Source: an optimization exercise on an open RTL-to-GDS flow (aim: small area and a short achievable clock period). Production flows keep margins and buffers that such runs may drop. Only simulation tests tie the RTL to the original design; equivalence was not proved. Power figures rest on the tool's default switching activity, not on a simulated workload.

==> flow/design.v (excerpt) <==
module conv_top (
	input  logic    clk,
	input  logic    rst_n,
	input  logic    filter_valid,
	input  logic    image_valid,
	input  conv_pkg::sample_t in_data,
	output logic    out_valid,
	output conv_pkg::result_t out_data
);
Size: ~1200 cells after synthesis, ~25 I/O pins, roughly 0.018 mm^2 of cells after synthesis.
clock: 4.5 ns
lec_check: 0
abc_clock_period_in_ps: 1900
cap_margin: 20
core_margin: 2
core_utilization: 40
cts_buf_list: sky130_fd_sc_hd__clkbuf_16
cts_cluster_diameter: 150
cts_cluster_size: 25
setup_slack_margin: 2.6
slew_margin: 20
synth_hierarchical: 1
run.sh (not shown) runs the stock make flow with config.mk's settings and CLKGATE_MAP_FILE= SYNTH_SCRIPT=/design/flow/synth_recipe.tcl, a recipe that flattens the netlist after the stock synthesis.
Next try:
Settings changed: ABC_CLOCK_PERIOD_IN_PS 1900 to 2250, SETUP_SLACK_MARGIN 2.6 to 2.25.
- area after synthesis stays the same
- sequential power drops by about 0.8%
- setup slack loses 96 ps
- routed wire length came out lower by 4.9%
- count of clock-buffer cells in the layout drops by 1
- power went down by 5.6%
- clock skew came out lower by 8.3 ps
- non-clock buffer count is lower by 66
Next try:
Settings changed: ABC_CLOCK_PERIOD_IN_PS 2250 to 2150, CTS_CLUSTER_DIAMETER 150 to 120, CTS_CLUSTER_SIZE 25 to 30, PLACE_DENSITY set to 0.75, SETUP_SLACK_MARGIN 2.25 to 2.35.
Clock skew is higher by 11 ps.
Via count is higher by about 1.5%.
Clock-buffer cell count is lower by 1.
Sequential share of layout area is lower by 0.30 points.
Final area is higher by 0.60%.
Cell count is about the same.
Routed wire length is lower by about 3.7%.
Setup slack improved by 90 ps.
Sequential power hardly moves.
Maximum frequency is higher by about 4.3%.
Next try:
Settings changed: CTS_CLUSTER_DIAMETER 120 to 150, CTS_CLUSTER_SIZE 30 to 25, PLACE_DENSITY 0.75 to not set.
Result: Clock power hardly moves; cell area stays flat; worst setup slack barely changes.

========
Another version of the RTL of conv_top (not shown whole).
For scale: ~1100 cells after synthesis, roughly 0.017 mm^2 of cells after synthesis.
export LEC_CHECK = 0
export ABC_CLOCK_PERIOD_IN_PS = 2600
export CAP_MARGIN = 20
export CORE_MARGIN = 2
export CORE_UTILIZATION = 40
export CTS_BUF_LIST = sky130_fd_sc_hd__clkbuf_16
export CTS_CLUSTER_DIAMETER = 150
export CTS_CLUSTER_SIZE = 25
export SETUP_SLACK_MARGIN = 2.45
export SLEW_MARGIN = 20
export SYNTH_HIERARCHICAL = 1
create_clock -name core_clock -period 4.5 [get_ports {clk}]
The starting point finished clean.
Rerun with:
ABC_CLOCK_PERIOD_IN_PS = 2050   (was 2600)
Effect: The new run completed without violations. Clock skew stays the same. Total power does not change. Cell area stays the same.

========
Another version of the RTL of conv_top (not shown whole).
Size: roughly 1100 cells after synthesis, ~25 I/O pins, roughly 17000 sq um of cells after synthesis.
Settings: LEC_CHECK=0, ABC_CLOCK_PERIOD_IN_PS=2050, CAP_MARGIN=20, CORE_MARGIN=2, CORE_UTILIZATION=40, CTS_BUF_LIST=sky130_fd_sc_hd__clkbuf_16, CTS_CLUSTER_DIAMETER=150, CTS_CLUSTER_SIZE=25, SETUP_SLACK_MARGIN=2.45, SLEW_MARGIN=20, SYNTH_HIERARCHICAL=1; clock period 4.5 ns.
==> next run, changes <==
CORE_UTILIZATION = 30   (was 40)
SETUP_SLACK_MARGIN = 2.55   (was 2.45)
Outcome:
- non-clock buffer count increases by 14
- synthesized area does not change
- routed wire length is lower slightly
==> next run, changes <==
CORE_UTILIZATION = 40   (was 30)
SETUP_SLACK_MARGIN = 2.75   (was 2.55)
What happened: Combinational power is higher by about a fifth; final cell count decreases by a little under a tenth; total power is higher by a little under a tenth; core utilization went up by 13 points; setup slack is about the same.
==> next run, changes <==
SETUP_SLACK_MARGIN = 2.6   (was 2.75)
Setup slack barely changes.
Wire length goes down by about 3.4%.
Utilization came out lower by 2.0 points.
Synthesized area is unchanged.
Final cell count is lower by 2.3%.
Combinational power shrinks by about 9%.
Count of clock-buffer cells in the layout stays the same.
Global-route usage shrinks by 0.51 points.
Clock skew grows by 4.4 ps.
Cell area is lower by about 4.4%.
==> next run, changes <==
SETUP_SLACK_MARGIN = 2.55   (was 2.6)
After rerunning: The changed run ran to the end with no violations; wire length came out lower by 1.7%; die area does not change; maximum frequency came out higher by 0.45%; sequential power stays flat; non-clock buffer count came out lower by 21; total power came out lower by 2.4%; setup slack is better by 8.8 ps.

-- separate check: timing with driven ports --
In the flow no input, the clock included, has a driving cell. The finished layouts below were timed again as built, in two steps.
Step 1 assumes that a clkbuf_16 drives the clock port and a buf_2 every other input.
Step 2 moves the port delays by t, midway between the first and last clock arrival at a register: inputs arrive t later, outputs are due t later. That takes back most of the time a late clock gives input paths.
Slacks: no drivers / after step 1 / after step 2; pairs: no drivers / after step 1.
run	shift t [ns]	setup slack, ns	worst hold slack (ns)	worst register clock-pin slew, ns
the first run of note 1	0.605	2.410 / 2.410 / 1.980	0.329 / 0.329 / 0.329	0.10 / 0.10
the second run of note 1	0.599	2.315 / 2.315 / 1.877	0.329 / 0.329 / 0.329	0.10 / 0.10
the third run of note 1	0.587	2.405 / 2.373 / 1.863	0.334 / 0.334 / 0.334	0.12 / 0.12
the fourth run of note 1	0.601	2.405 / 2.372 / 1.905	0.322 / 0.322 / 0.322	0.11 / 0.11
the first run of note 2	0.579	2.487 / 2.441 / 2.110	0.338 / 0.338 / 0.338	0.10 / 0.10
the second run of note 2	0.579	2.487 / 2.441 / 2.110	0.338 / 0.338 / 0.338	0.10 / 0.10
the first run of note 3	0.603	2.484 / 2.436 / 1.911	0.338 / 0.338 / 0.338	0.11 / 0.11
the second run of note 3	0.599	2.532 / 2.481 / 2.032	0.335 / 0.335 / 0.335	0.10 / 0.10
the third run of note 3	0.598	2.535 / 2.490 / 2.081	0.338 / 0.338 / 0.338	0.11 / 0.11
the fourth run of note 3	0.595	2.532 / 2.480 / 2.043	0.342 / 0.342 / 0.342	0.11 / 0.11
the fifth run of note 3	0.599	2.541 / 2.492 / 1.998	0.338 / 0.338 / 0.338	0.10 / 0.10
After both steps setup and hold are still met in every run listed. For the first run of note 3, which loses most, drivers alone change the setup slack by -0.048 ns; drivers and shift together by -0.573 ns.
